Context: an optimization exercise on an open-source flow, tuned for small area and few clock cycles. The choices shown serve that exercise and are no tape-out recipe. Only simulation tests tie the RTL to the original design; equivalence was not proved.

before:
## phase_to_complex_transmission
module phase_to_complex_transmission #(
   parameter int unsigned CORDIC_STAGES = 18
) (
   input  logic                                 clock,
   input  logic                                 reset,
   input  logic                                 req_valid,
   output logic                                 req_ready,
   input  logic signed [ptc_pkg::SAMPLE_W-1:0]  req_sample,
   input  logic                                 req_last,
   output logic                                 rsp_valid,
   input  logic                                 rsp_ready,
   output logic signed [ptc_pkg::OUT_W-1:0]     rsp_real,
   output logic signed [ptc_pkg::OUT_W-1:0]     rsp_imag,
   output logic                                 rsp_last,
   input  logic                                 csr_valid,
   output logic                                 csr_ready,
   input  logic [ptc_pkg::CSR_INDEX_W-1:0]      csr_index,
   input  logic [ptc_pkg::CSR_DATA_W-1:0]       csr_wdata
);
Size in the first run: about 570 flip-flops, ~120 I/O pins.
Settings: LEC_CHECK=0, ABC_AREA=1, CAP_MARGIN=20, CORE_MARGIN=2, CORE_UTILIZATION=40, PLACE_DENSITY=0.6, SLEW_MARGIN=20; clock period 12.0 ns.
run.sh (not shown) runs the stock make flow with config.mk's settings and CLKGATE_MAP_FILE= SYNTH_SCRIPT=/design/flow/synth_recipe.tcl, a recipe that flattens the netlist after the stock synthesis.
before completed; timing, DRC and antenna clean
Testbench counts of before, summed over its fixed seeds: cycles 8,072.
#### Input delta (after over before)
diff --git a/flow/design.v b/flow/design.v
--- a/flow/design.v
+++ b/flow/design.v
@@ -2411,15 +2411,15 @@
    logic signed [31:0]       xs18, ys18;
    logic [ANGLE_W:0]         c_t, s_t;
    logic signed [OUT_W-1:0]  fmt_re, fmt_im;
    logic [2*OUT_W:0]         out_ff;
    ptc_xy_seg #(.FIRST(15), .LAST(17)) u_seg4 (
       .dir (s8_dir), .hold (s8_w), .x_i (s8_x), .y_i (s8_y), .x_o (xs18), .y_o (ys18));
+   ptc_adds #(.W(33)) u_rnd_c (.a({xs18[31], xs18} ^ {33{s8_neg}}), .b(33'h2000), .ci(s8_neg), .s(c_t));
+   ptc_adds #(.W(33)) u_rnd_s (.a({ys18[31], ys18} ^ {33{s8_neg}}), .b(33'h2000), .ci(s8_neg), .s(s_t));
    always_comb begin
-      c_t = ({xs18[31], xs18} ^ {33{s8_neg}}) + {19'd0, 1'b1, 12'd0, s8_neg};
-      s_t = ({ys18[31], ys18} ^ {33{s8_neg}}) + {19'd0, 1'b1, 12'd0, s8_neg};
       if (s8_w) begin
          fmt_re = ONE_Q16;
          fmt_im = xs18[23:0];
       end else begin
          fmt_re = {{5{c_t[32]}}, c_t[32:14]};
          fmt_im = {{5{s_t[32]}}, s_t[32:14]};
==> run summary <==
Changes observed in after relative to before: final core area utilization +0.18 points; portion of the clock cycle consumed by the worst path in the final layout -3.3 points.
Testbench counts of after, summed over its fixed seeds: cycles 8,072.

* * *

Another version of the RTL of phase_to_complex_transmission (not shown whole).
For scale: about 13000 cells after synthesis, about 570 flip-flops, roughly 0.099 mm^2 of cells after synthesis.
export LEC_CHECK = 0
export ABC_AREA = 1
export CAP_MARGIN = 20
export CORE_MARGIN = 2
export CORE_UTILIZATION = 40
export PLACE_DENSITY = 0.6
export SLEW_MARGIN = 20
create_clock -name core_clock -period 12.0 [get_ports {clock}]
Testbench counts at the start, summed over its fixed seeds: cycles 8,072.
Rerun with:
--- a/flow/design.v
+++ b/flow/design.v
@@ -117,16 +117,33 @@
       end
    end
    if (W > 1) begin : g_s
       assign s = p ^ {G[L][W-2:0], ci};
    end else begin : g_s1
       assign s = p ^ ci;
    end
 endmodule
+module ptc_out_round (
+   input  logic signed [31:0] u,
+   input  logic signed [31:0] e,
+   input  logic               sub,
+   input  logic               neg,
+   output logic [32:0]        t
+);
+   logic [32:0] a, b, k, s, cy;
+   logic [1:0]  k0;
+   assign k0 = neg ? (sub ? 2'd1 : 2'd2) : {1'b0, sub};
+   assign a  = {u[31], u} ^ {33{neg}};
+   assign b  = {e[31], e} ^ {33{sub ^ neg}};
+   assign k  = {19'd0, 1'b1, 11'd0, k0};
+   assign s  = a ^ b ^ k;
+   assign cy = (a & b) | (a & k) | (b & k);
+   ptc_adds #(.W(33)) u_add (.a(s), .b({cy[31:0], 1'b0}), .ci(1'b0), .s(t));
+endmodule
 module ptc_qest (
    input  logic [17:0] ph,
    output logic [17:0] q
 );
    logic [17:0] ph_u;
    logic [34:0] acc;
    assign ph_u = ph ^ 18'h20000;
    logic qt_s1, qt_c2;
@@ -2415,28 +2432,40 @@
    logic signed [31:0]       s7_x, s7_y, s8_x, s8_y;
    logic [17:0]              s7_dir, s8_dir;
    logic                     s7_neg, s8_neg;
    logic                     s7_v, s7_l, s7_w, s8_v, s8_l, s8_w;
    ptc_xy_seg #(.FIRST(9), .LAST(11)) u_seg2 (
       .dir (s6_dir), .hold (s6_w), .x_i (s6_x), .y_i (s6_y), .x_o (x12), .y_o (y12));
    ptc_xy_seg #(.FIRST(12), .LAST(14)) u_seg3 (
       .dir (s7_dir), .hold (s7_w), .x_i (s7_x), .y_i (s7_y), .x_o (x15), .y_o (y15));
-   logic signed [31:0]       xs18, ys18;
+   logic signed [31:0]       xs17, ys17;
    logic [ANGLE_W:0]         c_t, s_t;
    logic signed [OUT_W-1:0]  fmt_re, fmt_im;
    logic [18+OUT_W+1:0]      out_ff;
-   ptc_xy_seg #(.FIRST(15), .LAST(17)) u_seg4 (
-      .dir (s8_dir), .hold (s8_w), .x_i (s8_x), .y_i (s8_y), .x_o (xs18), .y_o (ys18));
-   ptc_adds #(.W(33)) u_rnd_c (.a({xs18[31], xs18} ^ {33{s8_neg}}), .b(33'h2000), .ci(s8_neg), .s(c_t));
-   ptc_adds #(.W(33)) u_rnd_s (.a({ys18[31], ys18} ^ {33{s8_neg}}), .b(33'h2000), .ci(s8_neg), .s(s_t));
+   ptc_xy_seg #(.FIRST(15), .LAST(16)) u_seg4 (
+      .dir (s8_dir), .hold (s8_w), .x_i (s8_x), .y_i (s8_y), .x_o (xs17), .y_o (ys17));
+   ptc_out_round u_rnd_c (
+      .u   (xs17),
+      .e   (ys17 >>> 17),
+      .sub (s8_dir[17]),
+      .neg (s8_neg),
+      .t   (c_t)
+   );
+   ptc_out_round u_rnd_s (
+      .u   (ys17),
+      .e   (s8_w ? 32'sd0 : xs17 >>> 17),
+      .sub (!s8_dir[17] && !s8_w),
+      .neg (s8_neg),
+      .t   (s_t)
+   );
    always_comb begin
       if (s8_w) begin
          fmt_re = ONE_Q16;
-         fmt_im = xs18[23:0];
+         fmt_im = xs17[23:0];
       end else begin
          fmt_re = {{5{c_t[32]}}, c_t[32:14]};
          fmt_im = {{5{s_t[32]}}, s_t[32:14]};
       end
    end
    always_ff @(posedge clock) begin
       if (reset) begin
          s1_v <= 1'b0;
Result: Global-route usage is higher by 0.44 points. Die area stays flat. Synthesized area hardly moves. Sequential share of layout area hardly moves. Final cell count hardly moves. Critical path depth is lower by 31. Setup slack barely changes. Register-to-register slack is about the same. Non-clock buffer count is lower by 11.
Testbench counts after the change, summed over its fixed seeds: cycles 8,072.

separate check: timing with driven ports:
Ports are ideal in the flow. The routed layouts listed here were re-timed in OpenROAD. Step 1 (the two cells are an assumption about what drives the block):
set clk [get_ports {clock}]
set_driving_cell -lib_cell sky130_fd_sc_hd__clkbuf_16 $clk
set_driving_cell -lib_cell sky130_fd_sc_hd__buf_2 [delete_from_list [all_inputs] $clk]
Step 2 times the ports against the registers' clock, not the clock port: input delays grow and output delays shrink by t, the midpoint of the rising clock arrivals with the driver on. Three values: ideal, step 1, step 2; two values: the first two.
run | t, ns | setup WS [ns] | latest minus earliest clock arrival (ns) | pins driven straight from the clock port
before | 0.791 | 1.369 / 1.369 / 1.369 | 0.054 / 0.054 | 1
after | 0.823 | 1.767 / 1.767 / 1.133 | 0.047 / 0.046 | 1
the first run of note 2 | 0.812 | 1.368 / 1.368 / 1.368 | 0.063 / 0.062 | 1
the second run of note 2 | 0.798 | 1.366 / 1.366 / 1.276 | 0.092 / 0.091 | 1
After both steps every run listed still meets setup and hold. The setup slack of after, which loses most, moves by 0.000 ns with the drivers and by -0.634 ns with both steps.
